Background: an optimization exercise with open tools, aiming at small area. Do not read the settings as production practice. In this exercise RTL edits were held to simulation tests only and were not proved equivalent to the original. Treat power and IR drop as tool artefacts here; the default activity estimate runs too high for this design.

==> nickel: inputs <==
Design menu_show_top, start of the top module:
module menu_show_top (
    input  wire         sys_clk,
    input  wire         sys_rst_n,
    input  wire         init_done,
    input  wire         show_char_done,
    input  wire         is_pressed,
    input  wire   [3:0] keyboard_data,
    input  wire   [1:0] scale,
    output wire         show_char_flag,
    output wire menu_pkg::glyph_t ascii_num,
    output wire menu_pkg::coord_t start_x,
    output wire menu_pkg::coord_t start_y,
    output wire menu_pkg::color_t background_color,
    output wire menu_pkg::color_t front_color
);
==> flow/config.mk <==
export PLATFORM = sky130hd
export DESIGN_NAME = menu_show_top
export DESIGN_NICKNAME = menu_show_top
export VERILOG_FILES = /design/flow/design.v
export SDC_FILE = /design/flow/constraint.sdc
export NUM_CORES = 4
export LEC_CHECK = 0
export CAP_MARGIN = 20
export CORE_MARGIN = 2
export CORE_UTILIZATION = 40
export SLEW_MARGIN = 20
==> flow/constraint.sdc <==
create_clock -name core_clock -period 10.0 [get_ports {sys_clk}]
set_input_delay 2.0000 -clock core_clock [delete_from_list [all_inputs] [get_ports {sys_clk}]]
set_output_delay 2.0000 -clock core_clock [all_outputs]
set_load 0.01 [all_outputs]
standard.sh (not shown) runs the stock make flow with config.mk's settings and CLKGATE_MAP_FILE= SYNTH_SCRIPT=/design/flow/synth_recipe.tcl, a recipe that flattens the netlist after the stock synthesis.
==> flow/flow/run.sh <==
#!/bin/bash
set -euo pipefail
W=$(pwd)
EXTRA="SYNTH_SCRIPT=$W/flow/synth.tcl SKIP_REPAIR_TIE_FANOUT=1 GPL_KEEP_OVERFLOW=0"
EXTRA="$EXTRA 'BUFFER_PORTS_ARGS=-buffer_cell sky130_fd_sc_hd__buf_1'"
EXTRA="$EXTRA 'CTS_ARGS=-buf_list sky130_fd_sc_hd__clkbuf_4 -root_buf sky130_fd_sc_hd__clkbuf_4 -sink_clustering_enable -dont_use_dummy_load -repair_clock_nets'"
sed "s|SYNTH_SCRIPT=[^ ]*|$EXTRA|" standard.sh > my_standard.sh
grep -q "SYNTH_SCRIPT=$W/flow/synth.tcl" my_standard.sh
bash my_standard.sh > flow.log 2>&1
==> flow/flow/area.abc <==
strash
&get -n
&deepsyn -T 30
&put
dch -f
amap
==> flow/flow/synth.tcl <==
# synth_recipe.tcl with ORFS's synth.tcl, except that ABC runs flow/area.abc
# and the half/full adder extraction (extract_fa) is skipped, so that ABC
# maps all of the logic.
proc synth {args} { yosys synth -nofsm -noshare {*}$args }
set my_dir [file dirname [file normalize [info script]]]
set fh [open $::env(SCRIPTS_DIR)/synth.tcl r]
set src [read $fh]
close $fh
set old {log_cmd abc {*}$abc_args}
if { [string first $old $src] < 0 } { error "synth.tcl: ABC call not found" }
set new "log_cmd abc -script $my_dir/area.abc {*}\$lib_args {*}\$lib_dont_use_args"
set src [string map [list $old $new] $src]
set old_fa {extract_fa {*}[dont_use_extract_fa_args]}
if { [string first $old_fa $src] < 0 } { error "synth.tcl: extract_fa call not found" }
set src [string map [list $old_fa {}] $src]
eval $src
# left out here: clear keep_hierarchy, flatten, clean up, hide names made inside functions, write 1_2_yosys.v
==> ember: changes against nickel <==
--- a/flow/design.v
+++ b/flow/design.v
@@ -504,16 +504,18 @@
         case (song)
             2'd0:    song_last = 7'd86 - 7'd1;
             2'd1:    song_last = 7'd112 - 7'd1;
             2'd2:    song_last = 7'd73 - 7'd1;
             default: song_last = 7'd97 - 7'd1;
         endcase
     end
-    always_ff @(posedge sys_clk) begin
-        if (!disp_read) begin
+    always_ff @(posedge sys_clk or negedge sys_rst_n) begin
+        if (!sys_rst_n) begin
+            expected <= 3'd5;
+        end else if (!disp_read) begin
             expected <= rom_q;
         end
     end
     always_ff @(posedge sys_clk or negedge sys_rst_n) begin
         if (!sys_rst_n) begin
             state <= ST_IDLE;
             song  <= 2'd0;
==> flow/flow/run.sh (replaced) <==
#!/bin/bash
set -euo pipefail
W=$(pwd)
sed "s|SYNTH_SCRIPT=[^ ]*|SYNTH_SCRIPT=$W/flow/synth.tcl|" standard.sh > my_standard.sh
grep -q "SYNTH_SCRIPT=$W/flow/synth.tcl" my_standard.sh
bash my_standard.sh > flow.log 2>&1
==> fjord: changes against nickel <==
--- a/flow/design.v
+++ b/flow/design.v
@@ -482,41 +482,30 @@
     localparam logic [3:0] ST_J_NEXT   = 4'd5;    
     localparam logic [3:0] ST_ADVANCE  = 4'd6;
     localparam logic [3:0] ST_HOLD     = 4'd7;
     localparam logic [3:0] ST_S_PREV   = 4'd8;    
     localparam logic [3:0] ST_S_NEXT   = 4'd9;
     localparam logic [3:0] ST_L_PREV   = 4'd10;   
     localparam logic [3:0] ST_L_NEXT   = 4'd11;
-    localparam logic [3:0] ST_HOLD1    = 4'd12;   
     logic [3:0] state;
     logic [1:0] song;        
     logic [6:0] pos;         
-    logic [2:0] expected;    
+    logic [6:0] pos_inc;
+    logic [2:0] expected;
     logic [6:0] song_last;
-    logic       note_slot;
-    logic       disp_read;
-    logic [6:0] rom_addr;
-    logic [2:0] rom_q;
-    assign note_slot = (cur_r == 3'd7) && cur_c[0] && (cur_c >= 5'd3);
-    assign disp_read = note_slot && (step_q || state == ST_HOLD1);
-    assign rom_addr  = pos + (disp_read ? {3'd0, cur_c[4:1]} : 7'd1);
-    assign rom_q     = rom_note(song, rom_addr);
+    assign pos_inc  = pos + 7'd1;
+    assign expected = rom_note(song, pos_inc);
     always_comb begin
         case (song)
             2'd0:    song_last = 7'd86 - 7'd1;
             2'd1:    song_last = 7'd112 - 7'd1;
             2'd2:    song_last = 7'd73 - 7'd1;
             default: song_last = 7'd97 - 7'd1;
         endcase
     end
-    always_ff @(posedge sys_clk) begin
-        if (!disp_read) begin
-            expected <= rom_q;
-        end
-    end
     always_ff @(posedge sys_clk or negedge sys_rst_n) begin
         if (!sys_rst_n) begin
             state <= ST_IDLE;
             song  <= 2'd0;
             pos   <= 7'd0;
         end else if (init_done) begin
             case (state)
@@ -529,26 +518,26 @@
                 end
                 ST_J_ADV:   state <= ST_ADVANCE;
                 ST_J_PREV:  state <= ST_S_PREV;
                 ST_J_NEXT:  state <= ST_S_NEXT;
                 ST_S_PREV:  state <= ST_L_PREV;
                 ST_S_NEXT:  state <= ST_L_NEXT;
                 ST_ADVANCE: begin
-                    pos   <= (pos == song_last) ? 7'd0 : pos + 7'd1;
-                    state <= ST_HOLD1;
+                    pos   <= (pos == song_last) ? 7'd0 : pos_inc;
+                    state <= ST_HOLD;
                 end
                 ST_L_PREV: begin
                     song  <= song - 2'd1;
                     pos   <= 7'd0;
-                    state <= ST_HOLD1;
+                    state <= ST_HOLD;
                 end
                 ST_L_NEXT: begin
                     song  <= song + 2'd1;
                     pos   <= 7'd0;
-                    state <= ST_HOLD1;
+                    state <= ST_HOLD;
                 end
                 ST_J_HOLD:  state <= ST_HOLD;
                 default:    state <= is_pressed ? ST_HOLD : ST_IDLE;
             endcase
         end
     end
     logic [1:0] row_idx;
@@ -558,15 +547,15 @@
         key_hit = is_pressed && keyboard_data >= 4'd1 && keyboard_data <= 4'd7 &&
                   cur_c >= 5'd4 && cur_c <= 5'd17 &&
                   {1'b0, cur_c[4:1]} - 5'd1 == {1'b0, keyboard_data};
     end
     always_ff @(posedge sys_clk) begin
         case (cur_r)
             3'd6: aux_q <= {1'b0, (cur_c == 5'd9) ? scale : song};
-            3'd7:  aux_q <= disp_read ? rom_q : aux_q;
+            3'd7:  aux_q <= rom_note(song, pos + {3'd0, cur_c[4:1]});
             default:     aux_q <= {1'b0, row_idx == scale, key_hit & (row_idx == scale)};
         endcase
     end
     localparam logic [63:0] TITLE_TXT  = "KeyBoard";
     localparam logic [71:0] ROW_TXT    = {"LOW", "MID", "HIG"};
     localparam logic [47:0] SAMPLE_TXT = "SAMPLE";
     logic [6:0]  glyph;
==> flow/flow/run.sh (replaced) <==
#!/bin/bash
set -euo pipefail
W=$(pwd)
sed "s|SYNTH_SCRIPT=[^ ]*|SYNTH_SCRIPT=$W/flow/synth.tcl|" standard.sh > my_standard.sh
grep -q "SYNTH_SCRIPT=$W/flow/synth.tcl" my_standard.sh
bash my_standard.sh > flow.log 2>&1
==> flow/flow/synth.tcl (replaced) <==
# synth_recipe.tcl with ORFS's synth.tcl, except that ABC runs flow/area.abc.
proc synth {args} { yosys synth -nofsm -noshare {*}$args }
set my_dir [file dirname [file normalize [info script]]]
set fh [open $::env(SCRIPTS_DIR)/synth.tcl r]
set src [read $fh]
close $fh
set old {log_cmd abc {*}$abc_args}
if { [string first $old $src] < 0 } { error "synth.tcl: ABC call not found" }
set new "log_cmd abc -script $my_dir/area.abc {*}\$lib_args {*}\$lib_dont_use_args"
set src [string map [list $old $new] $src]
eval $src
# left out here: clear keep_hierarchy, flatten, clean up, hide names made inside functions, write 1_2_yosys.v
==> comparison <==
Against nickel, the critical path depth of fjord is lower by 5. Setup slack, highest first: fjord, ember, nickel. Between nickel and fjord, the lower synthesized area is in nickel (gap 37%, measured against fjord). In fjord the synthesized cell count is larger than in nickel, by 58%. The highest wire length belongs to fjord, the lowest to ember. The lowest global-route usage belongs to ember, the highest to fjord. The highest first-iteration DRC count belongs to fjord, the lowest to ember. Of fjord and ember, fjord has the higher combinational power (gap 82%, measured against ember).
==> figures <==
Relative contribution of the clock network to total power: ember 5.6%; nickel 3.9%; fjord 3.1%
Power Clock: ember 0.130 mW; nickel 0.0620 mW; fjord 0.120 mW
Most frequent cell on the critical path: ember nor2_1; nickel nor2_1; fjord -
CTS H-Tree Depth: ember 2; nickel 2; fjord 1
Post-synth design cell area: ember 0.00399 mm²; nickel 0.00391 mm²; fjord 0.00617 mm²
Run status: ember finished clean; nickel finished clean; fjord finished clean
Top-area cell type share of the netlist area: ember 18.0%; nickel 18.4%; fjord 15.9%
Area used by sequential logic in the layout: ember 796 µm²; nickel 808 µm²; fjord 688 µm²
Number of filler instances in the final layout: ember 1,023; nickel 1,055; fjord 1,581
Post-layout power: ember 2.33 mW; nickel 1.59 mW; fjord 3.91 mW
Detailed-routing wirelength on met1: ember 5780 µm; nickel 6490 µm; fjord 10,900 µm
Total number of multi-input combinational cells: ember 534; nickel 504; fjord 842
Met3 Usage GRT: ember 5.01%; nickel 7.53%; fjord 6.34%
Crit path required time: ember 10,020 ps; nickel 10,080 ps; fjord 10,110 ps
Worst Setup Slack post-DPL: ember 2000 ps; nickel 1900 ps; fjord 3260 ps
Wire length of the first global-routing pass: ember 25,400 µm; nickel 25,300 µm; fjord 44,100 µm
Fraction of area in clock buffers and inverters: ember 2.48%; nickel 0.904%; fjord 1.50%
Switching share of total power: ember 61.3%; nickel 65.0%; fjord 67.0%

[separate check: timing with driven ports]
No port has a modelled driver above. Below, the same layouts with a new extraction and two added sets of constraints. Step 1: set_driving_cell puts a clkbuf_16 on sys_clk and a buf_2 on each other input, an assumption about the parent block. Step 2, shift: input delay + t, output delay - t, t = (earliest + latest rising clock arrival at the registers) / 2. This alone moves slack from input paths to output paths. Three values: ideal ports, drivers, drivers and shift; two values: the first two.
run	shift t [ns]	setup WS [ns]	worst setup path after step 2	worst data-port slew with drivers (ns)	cell pins on the clock port's net
nickel	0.348	1.628 / 1.628 / 1.628	register to register	0.04	1
ember	0.305	1.663 / 1.663 / 1.663	register to register	0.04	1
fjord	0.295	2.978 / 2.978 / 2.978	register to register	0.04	1
After both steps every run listed still meets setup and hold.
